Context: an optimization exercise on an open-source flow, tuned for small area. The choices shown serve that exercise and are no tape-out recipe. Function was checked by simulation only, so behaviour that the tests miss may differ from the original. No activity file was given, so power comes from the tool's default toggle rates.

==> design.v <==
`default_nettype none
package cps_pkg;
  localparam int unsigned BYTE_W    = 8;
  localparam int unsigned WORD_W    = 32;
  localparam int unsigned OUT_WORDS = 5;
  typedef struct packed {
    logic [WORD_W-1:0] run;
    logic [WORD_W-1:0] tot;
  } sums_t;
endpackage
`default_nettype wire
`default_nettype none
module checksum_packet_sync_top #(
  parameter int unsigned WORDS_PER_PACKET = 6
) (
  input  wire logic                        clk_i,
  input  wire logic                        rst_ni,
  input  wire logic                        in_valid_i,
  output logic                             in_stall_o,
  input  wire logic [cps_pkg::BYTE_W-1:0]  in_byte_i,
  output logic                             out_valid_o,
  input  wire logic                        out_stall_i,
  output logic [cps_pkg::WORD_W-1:0]       word_0_o,
  output logic [cps_pkg::WORD_W-1:0]       word_1_o,
  output logic [cps_pkg::WORD_W-1:0]       word_2_o,
  output logic [cps_pkg::WORD_W-1:0]       word_3_o,
  output logic [cps_pkg::WORD_W-1:0]       word_4_o
);
  localparam int unsigned KEEP = 23;
  logic [KEEP-1:0][7:0] win_q;
  logic                 out_valid_q;
  logic [4:0]           fill_q;       
  logic [3:0]           k_q;
  logic                 ok1_q, ok2_q, ok3_q;
  logic                 in_xfer;
  logic [7:0]           nx;
  logic [11:0]          na, nb;       
  logic [7:0]           mk, ma, mb;   
  logic [3:0]           k_d;
  logic                 zero, match, full, hit;
  assign in_stall_o  = out_valid_q & out_stall_i;
  assign in_xfer     = in_valid_i & ~in_stall_o;
  assign out_valid_o = out_valid_q;
  assign nx = ~in_byte_i;
  logic [41:0] ts, tc;
  logic [3:0] hs, hc;
  always_comb begin
    ts[0] = win_q[3][2] ^ win_q[3][0] ^ win_q[7][0];
    tc[0] = (win_q[3][2] & win_q[3][0]) | (win_q[7][0] & (win_q[3][2] ^ win_q[3][0]));
    ts[1] = win_q[3][3] ^ win_q[3][1] ^ win_q[7][1];
    tc[1] = (win_q[3][3] & win_q[3][1]) | (win_q[7][1] & (win_q[3][3] ^ win_q[3][1]));
    hs[0] = win_q[11][3] ^ win_q[11][2];
    hc[0] = win_q[11][3] & win_q[11][2];
    ts[2] = win_q[3][4] ^ win_q[3][2] ^ win_q[7][2];
    tc[2] = (win_q[3][4] & win_q[3][2]) | (win_q[7][2] & (win_q[3][4] ^ win_q[3][2]));
    ts[3] = win_q[11][4] ^ win_q[11][3] ^ win_q[15][3];
    tc[3] = (win_q[11][4] & win_q[11][3]) | (win_q[15][3] & (win_q[11][4] ^ win_q[11][3]));
    ts[4] = win_q[3][5] ^ win_q[3][3] ^ win_q[7][3];
    tc[4] = (win_q[3][5] & win_q[3][3]) | (win_q[7][3] & (win_q[3][5] ^ win_q[3][3]));
    ts[5] = win_q[11][5] ^ win_q[11][4] ^ win_q[15][4];
    tc[5] = (win_q[11][5] & win_q[11][4]) | (win_q[15][4] & (win_q[11][5] ^ win_q[11][4]));
    ts[6] = win_q[3][6] ^ win_q[3][4] ^ win_q[7][4];
    tc[6] = (win_q[3][6] & win_q[3][4]) | (win_q[7][4] & (win_q[3][6] ^ win_q[3][4]));
    ts[7] = win_q[11][6] ^ win_q[11][5] ^ win_q[15][5];
    tc[7] = (win_q[11][6] & win_q[11][5]) | (win_q[15][5] & (win_q[11][6] ^ win_q[11][5]));
    ts[8] = win_q[3][7] ^ win_q[3][5] ^ win_q[7][5];
    tc[8] = (win_q[3][7] & win_q[3][5]) | (win_q[7][5] & (win_q[3][7] ^ win_q[3][5]));
    ts[9] = win_q[11][7] ^ win_q[11][6] ^ win_q[15][6];
    tc[9] = (win_q[11][7] & win_q[11][6]) | (win_q[15][6] & (win_q[11][7] ^ win_q[11][6]));
    ts[10] = win_q[3][1] ^ win_q[11][1] ^ win_q[11][0];
    tc[10] = (win_q[3][1] & win_q[11][1]) | (win_q[11][0] & (win_q[3][1] ^ win_q[11][1]));
    ts[11] = win_q[11][2] ^ win_q[11][1] ^ win_q[15][1];
    tc[11] = (win_q[11][2] & win_q[11][1]) | (win_q[15][1] & (win_q[11][2] ^ win_q[11][1]));
    hs[1] = win_q[19][2] ^ nx[2];
    hc[1] = win_q[19][2] & nx[2];
    ts[12] = win_q[15][2] ^ win_q[19][3] ^ nx[3];
    tc[12] = (win_q[15][2] & win_q[19][3]) | (nx[3] & (win_q[15][2] ^ win_q[19][3]));
    ts[13] = ts[1] ^ hs[0] ^ tc[0];
    tc[13] = (ts[1] & hs[0]) | (tc[0] & (ts[1] ^ hs[0]));
    ts[14] = win_q[19][4] ^ nx[4] ^ ts[2];
    tc[14] = (win_q[19][4] & nx[4]) | (ts[2] & (win_q[19][4] ^ nx[4]));
    ts[15] = ts[3] ^ tc[1] ^ hc[0];
    tc[15] = (ts[3] & tc[1]) | (hc[0] & (ts[3] ^ tc[1]));
    ts[16] = win_q[19][5] ^ nx[5] ^ ts[4];
    tc[16] = (win_q[19][5] & nx[5]) | (ts[4] & (win_q[19][5] ^ nx[5]));
    ts[17] = ts[5] ^ tc[2] ^ tc[3];
    tc[17] = (ts[5] & tc[2]) | (tc[3] & (ts[5] ^ tc[2]));
    ts[18] = win_q[19][6] ^ nx[6] ^ ts[6];
    tc[18] = (win_q[19][6] & nx[6]) | (ts[6] & (win_q[19][6] ^ nx[6]));
    ts[19] = ts[7] ^ tc[4] ^ tc[5];
    tc[19] = (ts[7] & tc[4]) | (tc[5] & (ts[7] ^ tc[4]));
    ts[20] = win_q[19][7] ^ nx[7] ^ ts[8];
    tc[20] = (win_q[19][7] & nx[7]) | (ts[8] & (win_q[19][7] ^ nx[7]));
    ts[21] = ts[9] ^ tc[6] ^ tc[7];
    tc[21] = (ts[9] & tc[6]) | (tc[7] & (ts[9] ^ tc[6]));
    ts[22] = win_q[3][6] ^ win_q[7][6] ^ win_q[11][7];
    tc[22] = (win_q[3][6] & win_q[7][6]) | (win_q[11][7] & (win_q[3][6] ^ win_q[7][6]));
    ts[23] = win_q[15][7] ^ tc[8] ^ tc[9];
    tc[23] = (win_q[15][7] & tc[8]) | (tc[9] & (win_q[15][7] ^ tc[8]));
    hs[2] = win_q[3][0] ^ win_q[11][0];
    hc[2] = win_q[3][0] & win_q[11][0];
    ts[24] = win_q[15][0] ^ win_q[19][1] ^ nx[1];
    tc[24] = (win_q[15][0] & win_q[19][1]) | (nx[1] & (win_q[15][0] ^ win_q[19][1]));
    ts[25] = ts[0] ^ ts[11] ^ hs[1];
    tc[25] = (ts[0] & ts[11]) | (hs[1] & (ts[0] ^ ts[11]));
    ts[26] = ts[12] ^ ts[13] ^ tc[11];
    tc[26] = (ts[12] & ts[13]) | (tc[11] & (ts[12] ^ ts[13]));
    ts[27] = ts[14] ^ ts[15] ^ tc[12];
    tc[27] = (ts[14] & ts[15]) | (tc[12] & (ts[14] ^ ts[15]));
    ts[28] = ts[16] ^ ts[17] ^ tc[14];
    tc[28] = (ts[16] & ts[17]) | (tc[14] & (ts[16] ^ ts[17]));
    ts[29] = ts[18] ^ ts[19] ^ tc[16];
    tc[29] = (ts[18] & ts[19]) | (tc[16] & (ts[18] ^ ts[19]));
    ts[30] = ts[20] ^ ts[21] ^ tc[18];
    tc[30] = (ts[20] & ts[21]) | (tc[18] & (ts[20] ^ ts[21]));
    ts[31] = ts[22] ^ ts[23] ^ tc[20];
    tc[31] = (ts[22] & ts[23]) | (tc[20] & (ts[22] ^ ts[23]));
    ts[32] = win_q[3][7] ^ win_q[7][7] ^ tc[22];
    tc[32] = (win_q[3][7] & win_q[7][7]) | (tc[22] & (win_q[3][7] ^ win_q[7][7]));
    hs[3] = win_q[19][0] ^ nx[0];
    hc[3] = win_q[19][0] & nx[0];
    ts[33] = ts[10] ^ ts[24] ^ hc[2];
    tc[33] = (ts[10] & ts[24]) | (hc[2] & (ts[10] ^ ts[24]));
    ts[34] = tc[10] ^ ts[25] ^ tc[24];
    tc[34] = (tc[10] & ts[25]) | (tc[24] & (tc[10] ^ ts[25]));
    ts[35] = hc[1] ^ ts[26] ^ tc[25];
    tc[35] = (hc[1] & ts[26]) | (tc[25] & (hc[1] ^ ts[26]));
    ts[36] = tc[13] ^ ts[27] ^ tc[26];
    tc[36] = (tc[13] & ts[27]) | (tc[26] & (tc[13] ^ ts[27]));
    ts[37] = tc[15] ^ ts[28] ^ tc[27];
    tc[37] = (tc[15] & ts[28]) | (tc[27] & (tc[15] ^ ts[28]));
    ts[38] = tc[17] ^ ts[29] ^ tc[28];
    tc[38] = (tc[17] & ts[29]) | (tc[28] & (tc[17] ^ ts[29]));
    ts[39] = tc[19] ^ ts[30] ^ tc[29];
    tc[39] = (tc[19] & ts[30]) | (tc[29] & (tc[19] ^ ts[30]));
    ts[40] = tc[21] ^ ts[31] ^ tc[30];
    tc[40] = (tc[21] & ts[31]) | (tc[30] & (tc[21] ^ ts[31]));
    ts[41] = tc[23] ^ ts[32] ^ tc[31];
    tc[41] = (tc[23] & ts[32]) | (tc[31] & (tc[23] ^ ts[32]));
    na[0] = hs[2];
    nb[0] = hs[3];
    na[1] = ts[33];
    nb[1] = hc[3];
    na[2] = ts[34];
    nb[2] = tc[33];
    na[3] = ts[35];
    nb[3] = tc[34];
    na[4] = ts[36];
    nb[4] = tc[35];
    na[5] = ts[37];
    nb[5] = tc[36];
    na[6] = ts[38];
    nb[6] = tc[37];
    na[7] = ts[39];
    nb[7] = tc[38];
    na[8] = ts[40];
    nb[8] = tc[39];
    na[9] = ts[41];
    nb[9] = tc[40];
    na[10] = tc[32];
    nb[10] = tc[41];
    na[11] = 1'b0;
    nb[11] = 1'b0;
  end
  always_comb begin
    zero  = ((na[7:0] ^ nb[7:0]) == 8'hff);
    mk    = {4'b0, k_q};
    ma    = na[7:0] ^ nb[7:0] ^ mk;
    mb    = {(na[6:0] & nb[6:0]) | (mk[6:0] & (na[6:0] ^ nb[6:0])), 1'b0};
    match = ((ma ^ mb) == 8'hff);
    k_d   = na[11:8] + nb[11:8] + {3'b0, na[7] & nb[7]};
    full  = (fill_q == 5'd23);
    hit   = full && ok3_q && match;
  end
  always_ff @(posedge clk_i or negedge rst_ni) begin
    if (!rst_ni) begin
      out_valid_q <= 1'b0;
      fill_q      <= '0;
    end else begin
      out_valid_q <= (in_xfer && hit) || in_stall_o;
      if (in_xfer) begin
        if (hit)        fill_q <= '0;
        else if (!full) fill_q <= fill_q + 5'd1;
      end
    end
  end
  always_ff @(posedge clk_i) begin
    if (in_xfer) begin
      k_q   <= k_d;
      ok1_q <= zero;
      ok2_q <= ok1_q && match;
      ok3_q <= ok2_q && match;
    end
    if (in_xfer && !hit) begin
      win_q <= {in_byte_i, win_q[KEEP-1:1]};
    end
  end
  assign word_0_o = {win_q[3],  win_q[2],  win_q[1],  win_q[0]};
  assign word_1_o = {win_q[7],  win_q[6],  win_q[5],  win_q[4]};
  assign word_2_o = {win_q[11], win_q[10], win_q[9],  win_q[8]};
  assign word_3_o = {win_q[15], win_q[14], win_q[13], win_q[12]};
  assign word_4_o = {win_q[19], win_q[18], win_q[17], win_q[16]};
endmodule
`default_nettype wire
==> flow/run.sh <==
#!/bin/bash
# The standard synthesis, then the standard layout steps with these changes:
#  - inverters moved across full adders, XOR gates and half adders (flow/polarity.py), which removes most of
#    the inverters that synthesis leaves between adders; a Yosys equivalence proof with
#    the registers paired by name must pass, or the standard netlist is kept;
#  - port buffers made from the smallest buffer cell (every port still gets one);
#  - the largest buffers and inverters kept out of placement and timing repair;
#  - clock tree synthesis without dummy loads.
# Each step's output goes to a log of its own here; ORFS's own logs are under orfs/logs.
set -euo pipefail
bash standard.sh synth > synth.log 2>&1

res=orfs/results/sky130hd/checksum_packet_sync_top/base
lib="$FLOW_HOME/platforms/sky130hd/lib/sky130_fd_sc_hd__tt_025C_1v80.lib"
cp "$res/1_2_yosys.v" synth_standard.v
if python3 flow/polarity.py synth_standard.v synth_polarity.v > polarity.log 2>&1; then
  cat > equiv.ys <<EOY
read_liberty -ignore_miss_func $lib
read_verilog synth_standard.v
rename $FLOW_TOP gold
read_verilog synth_polarity.v
rename $FLOW_TOP gate
flatten
async2sync
rename -hide w:*.*
rename -hide w:_*_
rename -hide w:_pol*
opt_clean
equiv_make gold gate eq
hierarchy -top eq
equiv_simple
equiv_induct
equiv_status -assert
EOY
  yosys_bin="$FLOW_HOME/../tools/install/yosys/bin/yosys"
  [[ -x "$yosys_bin" ]] || yosys_bin=yosys
  if "$yosys_bin" -q -l equiv.log equiv.ys > equiv.out 2>&1; then
    cp synth_polarity.v "$res/1_2_yosys.v"
    rm -f "$res/1_synth.odb" "$res/1_synth.sdc"
    echo "using the netlist with moved inverters" >> polarity.log
  else
    echo "equivalence not proven: keeping the standard netlist" >> polarity.log
  fi
fi

plat=$(sed -n '/^export DONT_USE_CELLS/,/^#/p' "$FLOW_HOME/platforms/sky130hd/config.mk" \
  | grep -o 'sky130_fd_sc_hd__[a-z0-9_]*' | tr '\n' ' ')
big="sky130_fd_sc_hd__buf_12 sky130_fd_sc_hd__buf_16 sky130_fd_sc_hd__buf_8 sky130_fd_sc_hd__buf_6
  sky130_fd_sc_hd__bufinv_8 sky130_fd_sc_hd__bufinv_16 sky130_fd_sc_hd__inv_6 sky130_fd_sc_hd__inv_8
  sky130_fd_sc_hd__inv_12 sky130_fd_sc_hd__inv_16 sky130_fd_sc_hd__clkinv_8 sky130_fd_sc_hd__clkinv_16
  sky130_fd_sc_hd__clkbuf_16 sky130_fd_sc_hd__bufbuf_8 sky130_fd_sc_hd__bufbuf_16"
cts="-sink_clustering_enable -repair_clock_nets -sink_clustering_size 20"
cts="$cts -sink_clustering_max_diameter 60 -buf_list sky130_fd_sc_hd__clkbuf_8 -dont_use_dummy_load"
bash standard.sh "DONT_USE_CELLS=$plat $(echo $big)" \
  BUFFER_PORTS_ARGS="-buffer_cell sky130_fd_sc_hd__buf_1" CTS_ARGS="$cts" finish > layout.log 2>&1
==> flow/polarity.py <==
#!/usr/bin/env python3
"""Move inverters across full adders and XOR gates in a flat Yosys netlist.

A full adder is self-dual: FA(~a, ~b, ~c) = (~sum, ~cout). So any full adder may be
"flipped": fed the complement of each input, it gives the complement of each output.
A two-input XOR gate absorbs an inverted input or output by becoming an XNOR gate of the
same size, and the reverse. A half adder fed two inverted inputs becomes an XOR gate
and a NOR gate of the same total area: HA(~a, ~b) = (a ^ b, ~(a | b)). This script chooses which full adders and XOR/XNOR gates to
flip so that the fewest inverters are needed, then rebuilds the inverters. The registers
and every other cell stay as they are.

usage: polarity.py IN.v OUT.v
"""
import random
import re
import sys

INV = re.compile(r"sky130_fd_sc_hd__(inv|clkinv)_\d+$")
FA = re.compile(r"sky130_fd_sc_hd__fa_\d+$")
HA = re.compile(r"sky130_fd_sc_hd__ha_1$")
XOR = re.compile(r"sky130_fd_sc_hd__(xor2|xnor2)_(\d+)$")
OUT_PINS = {"X", "Y", "Q", "Q_N", "SUM", "COUT", "GCLK", "HI", "LO"}

src = open(sys.argv[1]).read()
head, body = src.split(");", 1)  # module header ends at the first ");"
head += ");"
inst_re = re.compile(r"^  (sky130_fd_sc_hd__\w+) (\S+ ?)\s*\(\n(.*?)\n  \);\n", re.S | re.M)
pin_re = re.compile(r"^\s*\.(\w+)\((.*)\),?$")

cells = []  # [type, name, [(pin, net)], start, end]
for m in inst_re.finditer(body):
    pins = []
    for line in m.group(3).split("\n"):
        pm = pin_re.match(line)
        assert pm, line
        pins.append([pm.group(1), pm.group(2)])
    cells.append([m.group(1), m.group(2), pins, m.start(), m.end()])
rest = inst_re.sub("", body)
assert "assign" not in rest, "netlist has assign statements"

ports = set()
for decl in re.findall(r"^\s*(?:input|output)\s+(?:\[[^\]]*\]\s*)?(\S+);", head + body, re.M):
    ports.add(decl)

def is_port(net):
    base = net.split("[")[0].strip()
    return base in ports or net.strip() in ports

driver = {}
for i, c in enumerate(cells):
    for p, n in c[2]:
        if p in OUT_PINS:
            driver[n] = (i, p)

# inverters we may rebuild: output net not a port, input not constant
inv_ids = set()
for i, c in enumerate(cells):
    if INV.match(c[0]):
        pins = dict(c[2])
        if not is_port(pins["Y"]) and pins["A"] not in ("1'h0", "1'h1"):
            inv_ids.add(i)

def base_of(net):
    """(base net, polarity) following rebuildable inverters back."""
    pol = 0
    while net in driver and driver[net][0] in inv_ids:
        net = dict(cells[driver[net][0]][2])["A"]
        pol ^= 1
    return net, pol

fa_ids = [i for i, c in enumerate(cells) if FA.match(c[0]) or XOR.match(c[0])]
xor_ids = set(i for i in fa_ids if XOR.match(cells[i][0]))
fa_index = {i: k for k, i in enumerate(fa_ids)}
# an adder driving a port net directly must not flip
fixed = set()
for i in fa_ids:
    for p, n in cells[i][2]:
        if p in OUT_PINS and is_port(n):
            fixed.add(i)

# loads: every input pin of a non-inverter cell (inverters are rebuilt)
loads = []  # (cell, pin index, base, pol)
for i, c in enumerate(cells):
    if i in inv_ids:
        continue
    for k, (p, n) in enumerate(c[2]):
        if p in OUT_PINS:
            continue
        b, pol = base_of(n)
        loads.append((i, k, b, pol))
for n in driver:
    if is_port(n) and driver[n][0] in inv_ids:
        sys.exit("port driven by a rebuilt inverter")

def base_flip(b, f):
    if b in driver:
        i = driver[b][0]
        if i in fa_index:
            return f[fa_index[i]]
    return 0

ha_ids = set(i for i, c in enumerate(cells) if HA.match(c[0]))
ha_loads = {}
for li, (i, k, b, pol) in enumerate(loads):
    if i in ha_ids:
        ha_loads.setdefault(i, []).append(li)

def ha_dual(f):
    """half adders whose inputs both want inverting"""
    out = set()
    for i, lis in ha_loads.items():
        if len(lis) == 2 and all(loads[li][3] ^ base_flip(loads[li][2], f) for li in lis):
            out.add(i)
    return out

def cost(f):
    need = set()
    dual = ha_dual(f)
    for i, k, b, pol in loads:
        if i in xor_ids or i in dual:
            continue
        fi = f[fa_index[i]] if i in fa_index else 0
        if pol ^ fi ^ base_flip(b, f):
            need.add(b)
    return len(need)

n = len(fa_ids)
best = [0] * n
best_c = cost(best)
orig_c = len(inv_ids)
rng = random.Random(1)
for restart in range(30):
    f = best[:] if restart == 0 else [rng.randint(0, 1) if fa_ids[j] not in fixed else 0 for j in range(n)]
    c = cost(f)
    improved = True
    while improved:
        improved = False
        for j in rng.sample(range(n), n):
            if fa_ids[j] in fixed:
                continue
            f[j] ^= 1
            c2 = cost(f)
            if c2 < c or (c2 == c and rng.random() < 0.1):
                if c2 < c:
                    improved = True
                c = c2
            else:
                f[j] ^= 1
    if c < best_c:
        best, best_c = f[:], c
print(f"inverters: {orig_c} before, {best_c} after; {sum(best)} of {n} full adders and XOR gates flipped, {len(ha_dual(best))} half adders split",
      file=sys.stderr)

# rebuild
new_insts = []
new_wires = []
inv_net = {}
def inverted(b):
    if b not in inv_net:
        k = len(inv_net)
        name = f"_pol_n{k}_"
        inv_net[b] = name
        new_wires.append(f"  wire {name};\n")
        new_insts.append(
            f"  sky130_fd_sc_hd__inv_1 _pol_i{k}_ (\n    .A({b}),\n    .Y({name})\n  );\n")
    return inv_net[b]

parity = {i: best[fa_index[i]] for i in xor_ids}
dual = ha_dual(best)
for i, k, b, pol in loads:
    if i in dual:
        cells[i][2][k][1] = b
        continue
    if i in xor_ids:
        parity[i] ^= pol ^ base_flip(b, best)
        cells[i][2][k][1] = b
        continue
    fi = best[fa_index[i]] if i in fa_index else 0
    cells[i][2][k][1] = inverted(b) if pol ^ fi ^ base_flip(b, best) else b
for i, par in parity.items():
    if par:
        m = XOR.match(cells[i][0])
        kind = "xnor2" if m.group(1) == "xor2" else "xor2"
        cells[i][0] = f"sky130_fd_sc_hd__{kind}_{m.group(2)}"
        out_pin = "Y" if kind == "xnor2" else "X"
        for pin in cells[i][2]:
            if pin[0] in ("X", "Y"):
                pin[0] = out_pin

out = []
pos = 0
for i, c in enumerate(cells):
    out.append(body[pos:c[3]])
    pos = c[4]
    if i in inv_ids:
        continue
    if i in dual:
        p = dict(c[2])
        nm = c[1].strip()
        esc = nm.startswith("\\")
        def sub(tag):
            return (nm + "_" + tag + " ") if esc else (nm + "_" + tag)
        out.append(f"  sky130_fd_sc_hd__xor2_1 {sub('hx')} (\n    .A({p['A']}),\n    .B({p['B']}),\n"
                   f"    .X({p['SUM']})\n  );\n")
        out.append(f"  sky130_fd_sc_hd__nor2_1 {sub('hn')} (\n    .A({p['A']}),\n    .B({p['B']}),\n"
                   f"    .Y({p['COUT']})\n  );\n")
        continue
    pins = ",\n".join(f"    .{p}({nn})" for p, nn in c[2])
    out.append(f"  {c[0]} {c[1]}(\n{pins}\n  );\n")
tail = body[pos:]
idx = tail.rindex("endmodule")
text = head + "".join(out) + tail[:idx] + "".join(new_wires) + "".join(new_insts) + tail[idx:]
open(sys.argv[2], "w").write(text)
==> standard.sh <==
#!/bin/bash
# synth_recipe.tcl (not shown) runs the flow's synth.tcl, then flattens the netlist and writes it again
# the make line also repeats each setting of config.mk as NAME=value (left out here)
make -C /OpenROAD-flow-scripts/flow DESIGN_CONFIG=/design/flow/config.mk WORK_HOME=/design/flow/orfs CLKGATE_MAP_FILE= SYNTH_SCRIPT=/design/flow/synth_recipe.tcl "${@:-finish}"
==> config.mk <==
export PLATFORM = sky130hd
export DESIGN_NAME = checksum_packet_sync_top
export DESIGN_NICKNAME = checksum_packet_sync_top
export VERILOG_FILES = /design/flow/design.v
export SDC_FILE = /design/flow/constraint.sdc
export NUM_CORES = 4
export LEC_CHECK = 0
export ABC_AREA = 0
export CAP_MARGIN = 20
export CORE_MARGIN = 2
export CORE_UTILIZATION = 70
export CTS_BUF_LIST = sky130_fd_sc_hd__clkbuf_8
export CTS_CLUSTER_DIAMETER = 60
export CTS_CLUSTER_SIZE = 20
export SLEW_MARGIN = 20
==> constraint.sdc <==
create_clock -name core_clock -period 6.0 [get_ports {clk_i}]
set_input_delay 1.2000 -clock core_clock [delete_from_list [all_inputs] [get_ports {clk_i}]]
set_output_delay 1.2000 -clock core_clock [all_outputs]
set_load 0.01 [all_outputs]
==> results of run 1 <==
report_power, final:
part	switching [mW]	total, mW	internal, mW
Combinational	0.364	0.642	0.278
Clock	0.367	0.618	0.250
Sequential	0.0736	1.71	1.64
Total	0.805	2.97	2.17
per-stage QoR:
| stage | power (mW) | instances | worst slack, ns | utilization, % |
|---|---|---|---|---|
| finish | 2.97 | 661 | 1.16 | 70.8 |
| global route | 3.17 | 661 | 0.891 | 70.8 |
| CTS | 3.02 | 661 | 1.11 | 70.8 |
| detailed placement | 2.40 | 644 | 0.921 | 68.9 |
| global placement | 2.37 | 644 | 1.04 | 68.9 |
| floorplan | 2.28 | 479 | -0.999 | - |
metal layers:
| metal | wire [µm] | track usage (%) | share of wire (%) | vias up |
|---|---|---|---|---|
| li1 | - | - | - | 1577 |
| met5 | 0 | 0 | 0 | - |
| met4 | 227 | 8.59 | 1.9 | 0 |
| met2 | 5690 | 28.1 | 47 | 137 |
| met3 | 727 | 6.59 | 6.1 | 19 |
| met1 | 5340 | 28.0 | 45 | 1790 |
flip-flops by register name (all words and copies together) (netlist names):
name	count
fill_q	5
ok1_q	1
out_valid_q	1
k_q	4
ok3_q	1
win_q	184
ok2_q	1
path summary, 6_finish.rpt:
path                              end  cells past startpoint
min reg2reg                win_q[156]                      0
min                        win_q[156]                      0
min in group asynchronous   fill_q[0]                      1
max reg2reg                 win_q[85]                     11
max in group asynchronous   fill_q[4]                      1
max                         win_q[85]                     11
final cells by class:
type	count	area, µm²
clock buffers	17	234
multi-input cells	107	1470
well taps	147	184
inverters	15	58.8
fillers	802	3500
flip-flops and latches	197	5890
repair buffers	178	681
cell usage in the layout (no fill, tap or decap), types with 2 or more instances in the layout:
master	instances
edfxtp_1	191
buf_1	174
fa_1	48
clkbuf_8	17
ha_1	15
inv_1	14
xor2_1	8
dfrtp_1	6
nand4_1	4
nor2_1	4
o21ai_0	3
and2_1	3
nand2_1	3
buf_4	3
o21ai_1	2
a21oi_1	2
==> summary.md, run 1 <==
| Metric | Value |
|---|---|
| Syn avg cell area | `17.9 µm²` |
| Worst path max stage delay | `0.62 ns` |
| Initial Utilization | `71.6%` |
| Crit-path max FO | `59` |
| DR iter-0 viols | `306` |
| Core area | `12000 µm²` |
| RePlAce Congestion | `0.792` |
| Placed Area | `8270 µm²` |
| Site Rows | `40` |
| CTS tree | `done` |
| Data required, critical path | `6.09 ns` |
| CTS clk-pin slew, worst paths | `0.08 ns` |
| Sink Count | `197` |
| GRT Util Overall | `19.5%` |
| Max-cap violation count | `0` |
| Initial antenna violation count | `0` |
| Hold crit path type | `flop to flop` |
| First-pass GRT wire length | `18200 µm` |
| Hold slack | `0.407 ns` |
| CTS HTree Levels | `4` |
| Mapped cell area | `8600 µm²` |
| Clock buffer depth | `2` |
| CP Launch Type | `flop` |
| ANT nets after route | `0` |
| Post-CTS Setup Bufs | `0` |
| Vias per std cell | `5.33` |
| HPWL Detailed | `8710 µm` |
| Syn Nets | `554` |
| Diodes inserted | `0` |
| Vias after detailed routing | `3523` |
| Final setup viols | `0` |
| Final Instance Area | `8510 µm²` |
| Vias in the first global route | `3440` |
| Clock latency (worst-skew pair) | `0.47 ns` |
| Hold_buf cts | `0` |
| Worst path slowest cell | `buf_4` |
| Num CTS Buffers | `17` |
| RSZ-0062 raised after global routing | `no` |
| Die Ht | `115 µm` |
| P_leak | `2.95 nW` |
| Hold_sp | `win_q[164]` |
| Final hold violations | `0` |
| Port bufs | `173` |
| Largest net degree at the start of global routing | `60` |
| Final slew viol count | `0` |
| Crit-path cells | `fa_1 > fa_1 > fa_1 > fa_1 > fa_1 > inv_1 > o21ai_1 > nand4b_1 > nor2_2 > a21oi_4 > buf_4` |
| Ys Warns | `1` |
| WL final | `12000 µm` |
| Crit path kind | `flop to flop` |
| Critical path buffers and inverters | `2` |
| Setup TNS | `0 ns` |
| Status | `timing/DRC/antenna clean` |
| Fraction of layout instances using a drive strength above 1 | `5.25%` |
| Power Density | `350 nW/µm²` |
| Die X | `115 µm` |
| IO Pins | `174` |
| CP top delay family | `adder cells` |
| Most used cell, CP | `fa_1` |
| Critical Path AT | `4.93 ns` |
| Final min period | `4.84 ns` |
| 1st-pass router iterations | `4` |
| Grt total ovfl | `0` |
| Final net count | `591` |
| Clock skew | `0.0234 ns` |
| Maximum VDD drop | `0.000233 V` |
| CP endpoint kind | `flop` |
| Tightest Pin Transition | `0.722 ns` |
| Clock root buffer | `clkbuf_8` |
| Slew Limit Headroom | `51.9%` |
| DR WL/cell | `18.1 µm` |
| Die footprint | `13200 µm²` |
| Fmax | `0.207 GHz` |
| Crit. Startpoint | `win_q[27]` |
| P&R area growth vs syn | `-1.03%` |
| Cell count after synthesis | `479` |
| Post-CTS Resized | `0` |
| Critical R2R Launch | `win_q[27]` |
| Tcrit/Tclk final | `80.6%` |
| Reg2reg setup slack | `1.16 ns` |
| DRC | `0` |
==> run 2, diff against run 1 <==
--- a/flow/run.sh
+++ b/flow/run.sh
@@ -50,6 +50,6 @@
   sky130_fd_sc_hd__inv_12 sky130_fd_sc_hd__inv_16 sky130_fd_sc_hd__clkinv_8 sky130_fd_sc_hd__clkinv_16
   sky130_fd_sc_hd__clkbuf_16 sky130_fd_sc_hd__bufbuf_8 sky130_fd_sc_hd__bufbuf_16"
-cts="-sink_clustering_enable -repair_clock_nets -sink_clustering_size 20"
-cts="$cts -sink_clustering_max_diameter 60 -buf_list sky130_fd_sc_hd__clkbuf_8 -dont_use_dummy_load"
+cts="-sink_clustering_enable -repair_clock_nets -sink_clustering_size 30"
+cts="$cts -sink_clustering_max_diameter 50 -buf_list sky130_fd_sc_hd__clkbuf_8 -dont_use_dummy_load"
 bash standard.sh "DONT_USE_CELLS=$plat $(echo $big)" \
   BUFFER_PORTS_ARGS="-buffer_cell sky130_fd_sc_hd__buf_1" CTS_ARGS="$cts" finish > layout.log 2>&1
--- a/config.mk
+++ b/config.mk
@@ -9,5 +9,5 @@
 export CAP_MARGIN = 20
 export CORE_MARGIN = 2
-export CORE_UTILIZATION = 70
+export CORE_UTILIZATION = 80
 export CTS_BUF_LIST = sky130_fd_sc_hd__clkbuf_8
 export CTS_CLUSTER_DIAMETER = 60
==> run 2 against run 1 <==
- still clean on timing, DRC and antenna
- register-to-register slack got worse by 0.12 ns
- synthesized cell count unchanged
- final area increased by 0.68%
- first-iteration DRC count decreased by 38%
- sequential power about the same
- combinational power increased by 3.7%
- global-route usage increased by 4.8 points
- synthesized area unchanged
- cell count increased by 0.61%
- die area decreased by 12%
- clock-buffer cell count unchanged
- largest power group unchanged
==> summary.md, run 2 <==
| Metric | Value |
|---|---|
| RePlAce Congestion | `0.779 (-1.7%)` |
| Final min period | `4.96 ns (+0.120 ns)` |
| ANT nets after route | `0 (unchanged)` |
| Final setup viols | `0 (unchanged)` |
| Final Instance Area | `8570 µm² (+0.68%)` |
| DRC | `0 (unchanged)` |
| CP endpoint kind | `flop` |
| Crit-path max FO | `27 (-54%)` |
| Crit. Startpoint | `win_q[27]` |
| Core area | `10400 µm² (-14%)` |
| Hold_sp | `win_q[182]` |
| Tightest Pin Transition | `0.772 ns (+0.0495 ns)` |
| Hold crit path type | `flop to flop` |
| Setup TNS | `0 ns (unchanged)` |
| Worst path max stage delay | `0.63 ns (about the same)` |
| Max-cap violation count | `0 (unchanged)` |
| Critical path buffers and inverters | `2 (unchanged)` |
| Critical R2R Launch | `win_q[27]` |
| Fraction of layout instances using a drive strength above 1 | `7.37% (+2.1 points)` |
| Data required, critical path | `6.12 ns (+0.03 ns)` |
| CP top delay family | `adder cells` |
| Critical Path AT | `5.08 ns (+0.15 ns)` |
| Largest net degree at the start of global routing | `28 (-53%)` |
| Worst hold endpoint | `win_q[174]` |
| Clock root buffer | `clkbuf_8` |
| Clock latency (worst-skew pair) | `0.45 ns (-0.02 ns)` |
| Largest regs | `win_q (184), fill_q (5), k_q (4)` |
| CTS HTree Levels | `4 (unchanged)` |
| WL final | `13200 µm (+10%)` |
| Sink Count | `197 (unchanged)` |
| RSZ-0062 raised after global routing | `no` |
| Vias per std cell | `5.54 (+4.0%)` |
| Placed Area | `8330 µm² (+0.70%)` |
| 1st-pass router iterations | `5 (+1)` |
| Die X | `108 µm (-6.2%)` |
| Power Density | `351 nW/µm² (+0.30%)` |
| Clock skew | `0.0238 ns (+0.000429 ns)` |
| Final hold violations | `0 (unchanged)` |
| Port bufs | `173 (unchanged)` |
| Final net count | `606 (+2.5%)` |
| DR WL/cell | `19.9 µm (+9.8%)` |
| Post-CTS Setup Bufs | `0 (unchanged)` |
| Maximum VDD drop | `0.000251 V (+7.7%)` |
| Largest register FFs | `184 (unchanged)` |
| GRT Util Overall | `24.3% (+4.8 points)` |
| Slew Limit Headroom | `48.4% (-3.4 points)` |
| Fmax | `0.202 GHz (-2.4%)` |
| IO Pins | `174 (unchanged)` |
| CTS tree | `done` |
| Crit path kind | `flop to flop` |
| Biggest register | `win_q` |
| Diodes inserted | `0 (unchanged)` |
| Most used cell, CP | `fa_1` |
| Mapped cell area | `8600 µm² (unchanged)` |
| Cell count after synthesis | `479 (unchanged)` |
| Die Ht | `108 µm (-6.2%)` |
| Initial antenna violation count | `0 (unchanged)` |
| Hold path depth | `0 (unchanged)` |
| CP Launch Type | `flop` |
| Reg-to-reg endpoint | `win_q[3]` |
| Site Rows | `37 (-7.5%)` |
| PnR Total Power | `3.00 mW (+0.98%)` |
| Crit-path cells | `fa_1 > fa_1 > fa_1 > fa_1 > fa_1 > inv_1 > o21ai_1 > nand4b_1 > nor2_2 > a21oi_4 > buf_2` |
| Reg2reg setup slack | `1.04 ns (-0.12 ns)` |
| P&R area growth vs syn | `-0.364%` |
| Num CTS Buffers | `17 (unchanged)` |
| Vias in the first global route | `3697 (+7.5%)` |
| CTS clk-pin slew, worst paths | `0.09 ns (about the same)` |
| DR iter-0 viols | `191 (-38%)` |
| Most common cell after layout, fill and taps aside | `edfxtp_1` |
| Status | `timing/DRC/antenna clean` |
| Die footprint | `11600 µm² (-12%)` |
| Grt total ovfl | `0 (unchanged)` |
| P_leak | `3.00 nW (+1.7%)` |
| Clock buffer depth | `2 (unchanged)` |
| First-pass GRT wire length | `19900 µm (+9.5%)` |
| Syn avg cell area | `17.9 µm² (unchanged)` |
| Most frequent cells in the layout | `edfxtp_1 (191), buf_1 (177), fa_1 (48), clkbuf_8 (17), ha_1 (15)` |
| HPWL Detailed | `9980 µm (+14%)` |
| Worst path slowest cell | `a21oi_4` |
| Hold_buf cts | `0 (unchanged)` |
| Initial Utilization | `82.9% (+11 points)` |
| Vias after detailed routing | `3685 (+4.6%)` |
| Final slew viol count | `0 (unchanged)` |
| Ys Warns | `1 (unchanged)` |
| Post-CTS Resized | `0 (unchanged)` |
| Tcrit/Tclk final | `82.7% (+2.0 points)` |
| Syn Nets | `554 (unchanged)` |
| Reg2reg path depth | `11 (unchanged)` |
run 2: worst max-delay path by stage:
stage                end  slack, ns  cells after the start
5_1_grt        win_q[93]       0.79                     11
6_report        win_q[3]       1.04                     11
3_3_place_gp    win_q[4]       0.90                     12
2_1_floorplan   win_q[0]       -1.0                     10
4_1_cts        win_q[28]       0.99                     11
3_5_place_dp    win_q[3]       0.82                     12
run 2: cell type report:
type | count | area, µm²
Sequential cell | 197 | 5890
Tap cell | 136 | 170
Fill cell | 519 | 1800
Inverter | 15 | 58.8
Clock buffer | 17 | 234
Multi-Input combinational cell | 107 | 1470
Timing Repair Buffer | 193 | 752
run 2: metal layers:
layer | global-route usage [%] | up-vias | wire, µm
met2 | 37.4 | 173 | 6590
li1 | - | 1608 | -
met3 | 6.30 | 10 | 1040
met4 | 9.07 | 0 | 160
met5 | 0 | - | 0
met1 | 34.8 | 1894 | 5450
run 2: report_power, final:
part / leakage (nW) / internal, mW / switching [mW]
clock: 0.122 / 0.251 / 0.366
sequential: 1.94 / 1.64 / 0.0792
combinational: 0.939 / 0.284 / 0.383
total: 3.00 / 2.18 / 0.828
run 2: metrics by stage:
step	hold WS [ns]	cells	util, %	worst slack (ns)
floorplan	0.400	479	-	-0.999
global placement	0.400	648	80.3	0.899
detailed placement	0.405	648	80.3	0.815
CTS	0.419	665	82.6	0.994
global route	0.413	665	82.6	0.786
finish	0.421	665	82.6	1.04
run 2: worst register-to-register path, delay by kind of cell (launching register included):
family,cells,cell delay [ns]
fa+ha+maj,5,2.60
compound gates,2,0.75
flops,1,0.55
buf+inv,2,0.49
simple gates,2,0.26

[afterwards: timing with drivers on the ports]
In the flow no input, the clock included, has a driving cell. The finished layouts below were timed again as built, in two steps.
Step 1 assumes that a clkbuf_16 drives the clock port and a buf_2 every other input.
Step 2 times the ports against the registers' clock, not the clock port: input delays grow and output delays shrink by t, the midpoint of the rising clock arrivals with the driver on.
Slacks: ideal ports / drivers / drivers and shift; pairs: ideal ports / drivers.
run	t, ns	setup slack, ns	worst setup path at the end	latest minus earliest clock arrival (ns)
run 1	0.489	1.161 / 1.161 / 0.920	input to register	0.023 / 0.024
run 2	0.470	1.041 / 1.041 / 0.809	input to register	0.024 / 0.024
After both steps setup and hold are still met in every run listed. For run 1, which loses most, drivers alone change the setup slack by 0.000 ns; drivers and shift together by -0.241 ns.
